Context: an optimization exercise on an open-source flow, tuned for small area, a short achievable clock period and few clock cycles per item. The choices shown serve that exercise and are no tape-out recipe.
In this exercise RTL edits were held to simulation tests only and were not proved equivalent to the original.
Power is estimated from default activity; no workload was simulated.

==> flow/design.v <==
`default_nettype none
package mnps_pkg;
  localparam int DEF_STACK_DEPTH = 16;
  localparam logic FUNC_NOTE_ON  = 1'b0;
  localparam logic FUNC_NOTE_OFF = 1'b1;
  localparam logic [1:0] ACT_NONE    = 2'd0;
  localparam logic [1:0] ACT_START   = 2'd1;
  localparam logic [1:0] ACT_SLIDE   = 2'd2;
  localparam logic [1:0] ACT_RELEASE = 2'd3;
  typedef struct packed {
    logic               func;
    logic        [15:0] note_id;
    logic signed [15:0] note_pitch;
    logic        [15:0] note_velocity;
  } evt_t;
  typedef struct packed {
    logic        [1:0]  action;
    logic        [15:0] voice_id;
    logic signed [15:0] voice_pitch;
    logic        [15:0] voice_velocity;
    logic               overflow;
    logic        [4:0]  held_count;
  } res_t;
  typedef struct packed {
    logic        [15:0] id;
    logic signed [15:0] pitch;
    logic        [15:0] velocity;
  } entry_t;
endpackage
`default_nettype wire
`default_nettype none
module mnps_stack #(
  parameter int STACK_DEPTH = mnps_pkg::DEF_STACK_DEPTH
) (
  input  wire logic                   clk,
  input  wire logic                   rst,
  input  wire logic [STACK_DEPTH-1:0] up,
  input  wire logic [STACK_DEPTH-1:0] dn,
  input  wire logic [STACK_DEPTH-1:0] hold,
  input  wire logic [47:0]            wentry,
  input  wire logic [15:0]            key,
  output logic [STACK_DEPTH-1:0]      eq,
  output logic [STACK_DEPTH-1:0]      valid,
  output logic [STACK_DEPTH-1:0]      valid_n,
  output logic [47:0]                 ent0,
  output logic [47:0]                 ent1
);
  logic [47:0] mem [0:STACK_DEPTH-1];
  for (genvar i = 0; i < STACK_DEPTH; i++) begin : g_ent
    logic [47:0] below;
    logic [47:0] above;
    logic        vbelow;
    logic        vabove;
    if (i == 0) begin : g_first
      assign below  = wentry;
      assign vbelow = 1'b1;
    end else begin : g_mid
      assign below  = mem[i-1];
      assign vbelow = valid[i-1];
    end
    if (i == STACK_DEPTH - 1) begin : g_last
      assign above  = mem[i];
      assign vabove = 1'b0;
    end else begin : g_inner
      assign above  = mem[i+1];
      assign vabove = valid[i+1];
    end
    always_ff @(posedge clk) begin
      mem[i] <= ({48{up[i]}} & below) | ({48{dn[i]}} & above) | ({48{hold[i]}} & mem[i]);
    end
    assign valid_n[i] = (up[i] && vbelow) || (dn[i] && vabove) || (hold[i] && valid[i]);
    always_ff @(posedge clk) begin
      if (rst) begin
        valid[i] <= 1'b0;
      end else begin
        valid[i] <= valid_n[i];
      end
    end
    assign eq[i] = valid[i] && (mem[i][47:32] == key);
  end
  assign ent0 = mem[0];
  assign ent1 = mem[1];
endmodule
`default_nettype wire
`default_nettype none
module mono_note_priority_stack_unit #(
  parameter int STACK_DEPTH = mnps_pkg::DEF_STACK_DEPTH
) (
  input  wire logic           clk,
  input  wire logic           rst,
  input  wire logic           evt_valid,
  output logic                evt_ready,
  input  wire mnps_pkg::evt_t evt,
  output logic                res_valid,
  input  wire logic           res_ready,
  output mnps_pkg::res_t      res
);
  localparam int D = STACK_DEPTH;
  localparam logic [4:0] C_ONE = 5'd1;
  logic         a_v;
  logic         a_func;
  logic [15:0]  a_id;
  logic [15:0]  a_p;
  logic [15:0]  a_vel;
  logic [D-1:0] a_eq;      
  logic         b_v;
  logic         b_func;
  logic [15:0]  b_id;
  logic [15:0]  b_p;
  logic [15:0]  b_vel;
  logic [D-1:0] b_eq;      
  logic         b_go;      
  logic [D-1:0] b_up;      
  logic [D-1:0] b_dn;      
  logic [D-1:0] b_hold;    
  logic         b_rem;     
  logic         b_deep;    
  logic         b_snd;     
  logic           s_v;
  mnps_pkg::res_t s_res;
  mnps_pkg::res_t n_res;
  logic [4:0]  cnt;
  logic [15:0] sid;
  logic        svld;
  logic          go;
  logic          r_v;
  logic          r_v_n;
  logic          s_v_n;
  logic          push_n;
  logic          rem_n;
  logic [D-1:0]  up_n;
  logic [D-1:0]  dn_n;
  logic          b_free;
  logic          a_free;
  logic          a_v_n;
  logic          b_v_n;
  logic          go_n;
  logic [D-1:0]  eq;
  logic [D-1:0]  eq_c;
  logic [D-1:0]  a_eq_c;
  logic [D-1:0]  src_eq;
  logic [D-1:0]  hi_n;
  logic          found_n;
  logic          on_n;
  logic [15:0]   id_n;
  logic [15:0]   sid_n;
  logic          svld_n;
  logic [D-1:0]  valid;
  logic [D-1:0]  valid_n;
  logic          on;
  logic          one;
  logic          sel1;
  logic [47:0]   ent0;
  logic [47:0]   ent1;
  logic [47:0]   top;
  logic [4:0]    cnt_n;
  mnps_stack #(
    .STACK_DEPTH (D)
  ) u_stack (
    .clk     (clk),
    .rst     (rst),
    .up      (b_up),
    .dn      (b_dn),
    .hold    (b_hold),
    .wentry  ({b_id, b_p, b_vel}),
    .key     (evt.note_id),
    .eq      (eq),
    .valid   (valid),
    .valid_n (valid_n),
    .ent0    (ent0),
    .ent1    (ent1)
  );
  function automatic logic [D-1:0] corr(input logic [D-1:0] v, input logic top_eq,
                                        input logic up, input logic [D-1:0] dn);
    logic [D-1:0] r;
    if (up) begin
      r = {v[D-2:0], top_eq};
    end else begin
      for (int i = 0; i < D - 1; i++) begin
        r[i] = dn[i] ? v[i+1] : v[i];
      end
      r[D-1] = dn[D-1] ? 1'b0 : v[D-1];
    end
    corr = r;
  endfunction
  assign go     = b_go;
  assign r_v_n  = s_v || go || (r_v && !res_ready);
  assign s_v_n  = !res_ready && (s_v || (r_v && go));
  assign b_free = !b_v || go;
  assign a_free = !a_v || b_free;
  assign a_v_n  = a_free ? evt_valid : a_v;
  assign b_v_n  = b_free ? a_v : b_v;
  assign go_n   = b_v_n && !s_v_n;
  assign eq_c = corr(eq, (b_id == evt.note_id), b_up[0], b_dn);
  assign a_eq_c  = corr(a_eq, (b_id == a_id), b_up[0], b_dn);
  assign src_eq  = b_free ? a_eq_c : b_eq;
  assign on_n    = b_free ? (a_func == mnps_pkg::FUNC_NOTE_ON) : (b_func == mnps_pkg::FUNC_NOTE_ON);
  assign id_n    = b_free ? a_id : b_id;
  always_comb begin
    hi_n[D-1] = 1'b0;
    for (int i = D - 2; i >= 0; i--) begin
      hi_n[i] = hi_n[i+1] | src_eq[i+1];
    end
  end
  assign found_n = hi_n[0] | src_eq[0];
  assign push_n  = go_n && on_n && !valid_n[D-1];
  assign rem_n   = go_n && !on_n && found_n;
  assign up_n    = {valid_n[D-2:0], 1'b1} & {D{push_n}};
  assign dn_n    = rem_n ? ~hi_n : '0;
  assign on    = (b_func == mnps_pkg::FUNC_NOTE_ON);
  assign one   = !valid[1];
  assign sel1  = !b_deep && valid[1];
  assign top   = sel1 ? ent1 : ent0;
  assign cnt_n = b_up[0] ? cnt + C_ONE : b_rem ? cnt - C_ONE : cnt;
  always_comb begin
    sid_n  = sid;
    svld_n = svld;
    if (go && on) begin
      sid_n  = b_id;
      svld_n = 1'b1;
    end else if (b_rem && b_snd) begin
      if (one) begin
        svld_n = 1'b0;
      end else begin
        sid_n = top[47:32];
      end
    end
  end
  always_comb begin
    if (on) begin
      n_res = {mnps_pkg::ACT_START, b_id, b_p, b_vel, valid[D-1], cnt_n};
    end else if (b_rem && b_snd) begin
      n_res = {(one ? mnps_pkg::ACT_RELEASE : mnps_pkg::ACT_SLIDE), top, 1'b0, cnt_n};
    end else begin
      n_res = {mnps_pkg::ACT_NONE, 48'd0, 1'b0, cnt_n};
    end
  end
  always_ff @(posedge clk) begin
    if (rst) begin
      a_v       <= 1'b0;
      b_v       <= 1'b0;
      b_go      <= 1'b0;
      b_up      <= '0;
      b_dn      <= '0;
      b_hold    <= '1;
      b_rem     <= 1'b0;
      r_v       <= 1'b0;
      s_v       <= 1'b0;
      evt_ready <= 1'b1;
      res_valid <= 1'b0;
      cnt       <= 5'd0;
      svld      <= 1'b0;
    end else begin
      a_v       <= a_v_n;
      b_v       <= b_v_n;
      b_go      <= go_n;
      b_up      <= up_n;
      b_dn      <= dn_n;
      b_hold    <= ~(up_n | dn_n);
      b_rem     <= rem_n;
      r_v       <= r_v_n;
      s_v       <= s_v_n;
      evt_ready <= !a_v_n || !b_v_n || go_n;
      res_valid <= r_v_n;
      cnt       <= cnt_n;
      svld      <= svld_n;
    end
  end
  always_ff @(posedge clk) begin
    if (a_free) begin
      a_func <= evt.func;
      a_id   <= evt.note_id;
      a_p    <= evt.note_pitch;
      a_vel  <= evt.note_velocity;
      a_eq   <= eq_c;
    end
    if (b_free) begin
      b_func <= a_func;
      b_id   <= a_id;
      b_p    <= a_p;
      b_vel  <= a_vel;
    end
    b_eq   <= src_eq;
    b_deep <= hi_n[0];
    b_snd  <= svld_n && (sid_n == id_n);
    sid    <= sid_n;
    if (!s_v) begin
      s_res <= n_res;
    end
    if (!r_v || res_ready) begin
      res <= s_v ? s_res : n_res;
    end
  end
endmodule
`default_nettype wire
`default_nettype none
module mnps_top (
  input  wire logic        clk,
  input  wire logic        rst,
  input  wire logic        evt_valid,
  output logic             evt_ready,
  input  wire logic        evt_func,
  input  wire logic [15:0] evt_note_id,
  input  wire logic [15:0] evt_note_pitch,
  input  wire logic [15:0] evt_note_velocity,
  output logic             res_valid,
  input  wire logic        res_ready,
  output logic [1:0]       res_action,
  output logic [15:0]      res_voice_id,
  output logic [15:0]      res_voice_pitch,
  output logic [15:0]      res_voice_velocity,
  output logic             res_overflow,
  output logic [4:0]       res_held_count
);
  mnps_pkg::evt_t evt;
  mnps_pkg::res_t res;
  assign evt = {evt_func, evt_note_id, evt_note_pitch, evt_note_velocity};
  assign res_action         = res.action;
  assign res_voice_id       = res.voice_id;
  assign res_voice_pitch    = res.voice_pitch;
  assign res_voice_velocity = res.voice_velocity;
  assign res_overflow       = res.overflow;
  assign res_held_count     = res.held_count;
  mono_note_priority_stack_unit #(
    .STACK_DEPTH (mnps_pkg::DEF_STACK_DEPTH)
  ) u_unit (
    .clk       (clk),
    .rst       (rst),
    .evt_valid (evt_valid),
    .evt_ready (evt_ready),
    .evt       (evt),
    .res_valid (res_valid),
    .res_ready (res_ready),
    .res       (res)
  );
endmodule
`default_nettype wire
==> flow/run.sh <==
#!/bin/bash
# synth_recipe.tcl (not shown) runs the flow's synth.tcl, then flattens the netlist and writes it again
# the make line also repeats each setting of config.mk as NAME=value (left out here)
make -C /OpenROAD-flow-scripts/flow DESIGN_CONFIG=/design/flow/config.mk WORK_HOME=/design/flow/orfs CLKGATE_MAP_FILE= SYNTH_SCRIPT=/design/flow/synth_recipe.tcl finish
==> flow/config.mk <==
export PLATFORM = sky130hd
export DESIGN_NAME = mnps_top
export DESIGN_NICKNAME = mnps_top
export VERILOG_FILES = /design/flow/design.v
export SDC_FILE = /design/flow/constraint.sdc
export NUM_CORES = 4
export LEC_CHECK = 0
export CAP_MARGIN = 20
export CORE_MARGIN = 2
export CORE_UTILIZATION = 40
export SETUP_SLACK_MARGIN = 2.7
export SLEW_MARGIN = 20
==> flow/constraint.sdc <==
create_clock -name core_clock -period 5.0 [get_ports {clk}]
set_input_delay 1.0000 -clock core_clock [delete_from_list [all_inputs] [get_ports {clk}]]
set_output_delay 1.0000 -clock core_clock [all_outputs]
set_load 0.01 [all_outputs]
==> run summary <==
outcome=finished clean; FILL cells=between 9000 and 10000; DRC=0; RR Startpoint=u_unit.a_eq[12]$_DFFE_PN_; crit end category=register; setup tns final=0 ns; final wirelength=about 120 mm; final period utilization=0.459; Yosys cell types=58; via count=roughly 32000; Hold Fails Final Rpt=0; R2R Path End=u_unit.b_hold[14]$_SDFF_PP1_; GPL Wtd Cong=~0.91; Cell Chain, Critical Path=nor2b_1, a211oi_1, o21ai_1, or3_4, o21ai_4, o22a_1; layout net count=4000; CTS Buf Count=between 100 and 150; setup repair after global routing missed its margin=yes; measured slew at the worst slew-check pin=1.01 ns; buffers added on ports=110; Die Ht=329 um; core outline area=around 100000 sq um; Largest Register=u_unit.u_stack.mem; Starting DRT DRC Count=~5700; Area Growth Syn to Fin=16.1%; root buf cell=clkbuf_16; dpl hpwl=between 70 and 80 mm; proportion of layout cells with a drive suffix above 1=0.118; Worst EP arrival=~2.9 ns; Final setup viols=0; placed insts=about 5200; H-tree levels=3; Lkg Pwr=between 20 and 25 nW; Setup Skew=0.0242 ns; Skew-Pair Late Insertion Delay=roughly 0.69 ns; GRT Total Usage=0.210; vias in the first global route=30452; TritonCTS clock tree=done; Via density=~5.9; area occupied by multi-input gates=roughly 15000 sq um; WHS Path Cells=0; Hold-fix buffers, CTS=0; Post-Synth Adder-Cell Area=0.000593; Rel. slew slack=0.328; Setup CP Type=register to register; VDD IR max=~0.00031 V; ant diodes=0; min-delay src=u_unit.a_vel[6]$_DFFE_PN_; clk sinks=~1100; fmax=roughly 440 MHz; full die area=between 100000 and 150000 sq um; number of I/O pins=approximately 110; max-cap viol count=0; WP data required=roughly 5.6 ns; worst reg2reg path depth=6; Final Max Tran Viols=0; #FFs+latches synth=between 1000 and 1500; Pwr per Cell Area=between 400 and 500 nW/um^2; crit path max fanout=6; Compound-Gate Fraction of Synth Area=0.214; sequential fraction of the synthesis area=0.560; Reg clk slew, reported paths=~0.060 ns; mux contribution to synthesized area=0.0208; routed length per placed instance=21.8 um; Largest register FFs=approximately 770; initial antenna violation count=0; setup slack, reg-to-reg=around 2.7 ns; Yosys warning count=3; cell area after synthesis=between 40000 and 50000 sq um; Startpoint Class=register; syn_nets=3983; CP max-delay cell=edfxtp_1; Longest Clk Path Bufs=3; Largest regs=u_unit.u_stack.mem x768, u_unit.res x56, u_unit.s_res x56; synthesized-area fraction occupied by and/or/nand/nor cells=0.0446; Crit path largest cell delay=roughly 0.50 ns; Synth Area in XOR/XNOR=0.0639; Pre-Repair DR Iteration Count=13; Syn Inst Count=just under 4000; FP Rows=119; fin crit period=~2.3 ns; pin count of the biggest net entering global routing=66; Final ANT Viol Nets=0; FFs w/ async S/R, synth=0; Non-Filler Instances=about 5400; first-pass GRT wire length=about 180 mm; Hold Path End=u_unit.b_vel[6]$_DFFE_PN_; largest family of logic cells by synthesized area=compound AO/OA/AOI/OAI gates; mean post-synth cell area=about 11 sq um; grt ovf=0; Initial Utilization=0.402; FF+latch area=23700 sq um; ys flop type=dfxtp_1; Hold WC Path Type=register to register; Die Width=~330 um; number of synthesized flops with an enable pin=~150
## worst max path at each step
stage | cells past startpoint | slack, ns | end | from
3_3_place_gp | 7 | 1.30 | u_unit.a_eq[7]$_DFFE_PN_ | evt_note_id[8]
2_1_floorplan | 8 | 2.69 | u_unit.a_eq[14]$_DFFE_PN_ | evt_note_id[9]
4_1_cts | 1 | 2.64 | res_voice_pitch[7] | u_unit.res[29]$_DFFE_PN_
6_report | 6 | 2.71 | u_unit.b_hold[14]$_SDFF_PP1_ | u_unit.a_eq[12]$_DFFE_PN_
3_5_place_dp | 7 | 1.28 | u_unit.a_eq[7]$_DFFE_PN_ | evt_note_id[8]
5_1_grt | 8 | 2.63 | u_unit.b_hold[14]$_SDFF_PP1_ | u_unit.b_dn[1]$_SDFF_PP0_
## worst max-delay path, delay by kind of cell (launching register included)
family	cells	cell delay (ns)
AO/OA/AOI/OAI	4	1.05
flip-flops	1	0.50
AND/OR/NAND/NOR	2	0.68
## placed cells by master, fill, tap and decap left out, types with 19 or more instances in the layout
master / Yosys / final
clkbuf_16: 0 / 115
a22o_1: 50 / 50
nor2_1: 84 / 79
a22oi_1: 33 / 33
a21oi_1: 35 / 35
clkdlybuf4s50_1: 0 / 36
clkbuf_8: 0 / 24
xor2_1: 71 / 71
dfxtp_1: 950 / 935
nand2_1: 114 / 113
buf_2: 25 / 61
a222oi_1: 734 / 734
mux2i_1: 82 / 77
clkinv_2: 0 / 19
o21ai_0: 88 / 81
edfxtp_1: 154 / 154
buf_4: 1 / 114
inv_1: 730 / 729
xnor2_1: 237 / 236
nand4_1: 57 / 57
## layer usage
layer,GRT usage,wire length [um],vias to the layer above
li1,-,-,14810
met1,0.288,52000,15757
met2,0.340,54600,1268
met3,0.0265,8150,193
met4,0.0755,3350,0
met5,0,0,-
## report_power, final
group,switching [mW],leakage (nW),internal (mW)
sequential,0.569,9.40,9.53
clock,3.53,1.86,4.98
combinational,0.883,11.6,0.739
total,4.98,22.9,15.2
## stage by stage
step	setup WS, ns	instance area [sq um]	total power, mW	hold WS, ns	util
floorplan	2.69	42600	11.2	0.400	-
global placement	1.30	44500	11.8	0.402	0.424
detailed placement	1.28	44500	11.8	0.405	0.424
CTS	2.64	48600	20.3	0.403	0.463
global route	2.63	49000	20.9	0.413	0.467
finish	2.71	49000	20.2	0.413	0.467
## what timing repair did
item / 4_1_cts / 5_1_grt
pin swaps: 8 / 16
resized for setup: 341 / 100
setup endpoints to repair: 303 / 60
buffers inserted: 25 / 19
cloned: 4 / 2
## synthesized netlist by cell type (3+ instances only)
cell type  number  area share
a211oi_1       15      0.0027
a21o_1          4     0.00071
a21oi_1        35      0.0041
a222oi_1      734        0.17
a22o_1         50       0.010
a22oi_1        33      0.0059
a31oi_1         3     0.00044
and2_1          4     0.00059
buf_1          57      0.0051
buf_2          25      0.0030
buf_6           4      0.0011
clkbuf_1      250       0.022
dfxtp_1       950        0.45
edfxtp_1      154        0.11
inv_1         730       0.065
mux2_2          5      0.0013
mux2i_1        82       0.019
nand2_1       114       0.010
nand2b_1        5     0.00074
nand3_1        11      0.0013
nand4_1        57      0.0084
nor2_1         84      0.0075
nor2b_1        15      0.0022
nor3_1         14      0.0017
nor3b_1        16      0.0028
nor4_1         36      0.0053
o21ai_0        88       0.010
o22a_1          4     0.00083
o31ai_1         5     0.00089
or2_2           3     0.00044
xnor2_1       237       0.049
xor2_1         71       0.015
## cell families (layout without fill, tap and decap cells)
| family | count (synthesis) | after routing |
|---|---|---|
| xor gates and xnor gates | 308 | 308 |
| adders and majority gates | 2 | 2 |
| AOI/OAI and AO/OA | 987 | 987 |
| muxes | 87 | 87 |
| DFF | 1104 | 1104 |
| and+or+nand+nor | 372 | 373 |
| buffers and inverters | 1068 | 1174 |
## cell type report
| type | count | area share |
|---|---|---|
| Clock buffer | 154 | 0.0653 |
| Clock inverter | 45 | 0.0116 |
| Inverter | 731 | 0.0566 |
| Multi-Input combinational cell | 1757 | 0.307 |
| Sequential cell | 1104 | 0.483 |
| Tap cell | 1391 | 0.0355 |
| Timing Repair Buffer | 244 | 0.0415 |
Testbench counts, summed over its fixed seeds: cycles 16,024, events 16,000.

static timing again, ports no longer ideal:
In the flow no input, the clock included, has a driving cell. The finished layout below was timed again as built, in two steps.
Step 1: set_driving_cell puts a clkbuf_16 on clk and a buf_2 on each other input, an assumption about the parent block.
Step 2 also shifts input and output timing later by t, the mid clock arrival at the registers, as if the neighbouring blocks saw the same clock.
Three values: ideal ports, drivers, drivers and shift; two values: the first two.
t (ns): 0.747
setup slack, ns: 2.705 / 2.643 / 2.094
worst hold slack (ns): 0.413 / 0.413 / 0.413
slew at the worst register clock pin (ns): 0.07 / 0.07
pins driven straight from the clock port: 1
After both steps this run still meets setup and hold. For this run, drivers alone change the setup slack by -0.062 ns; drivers and shift together by -0.611 ns.
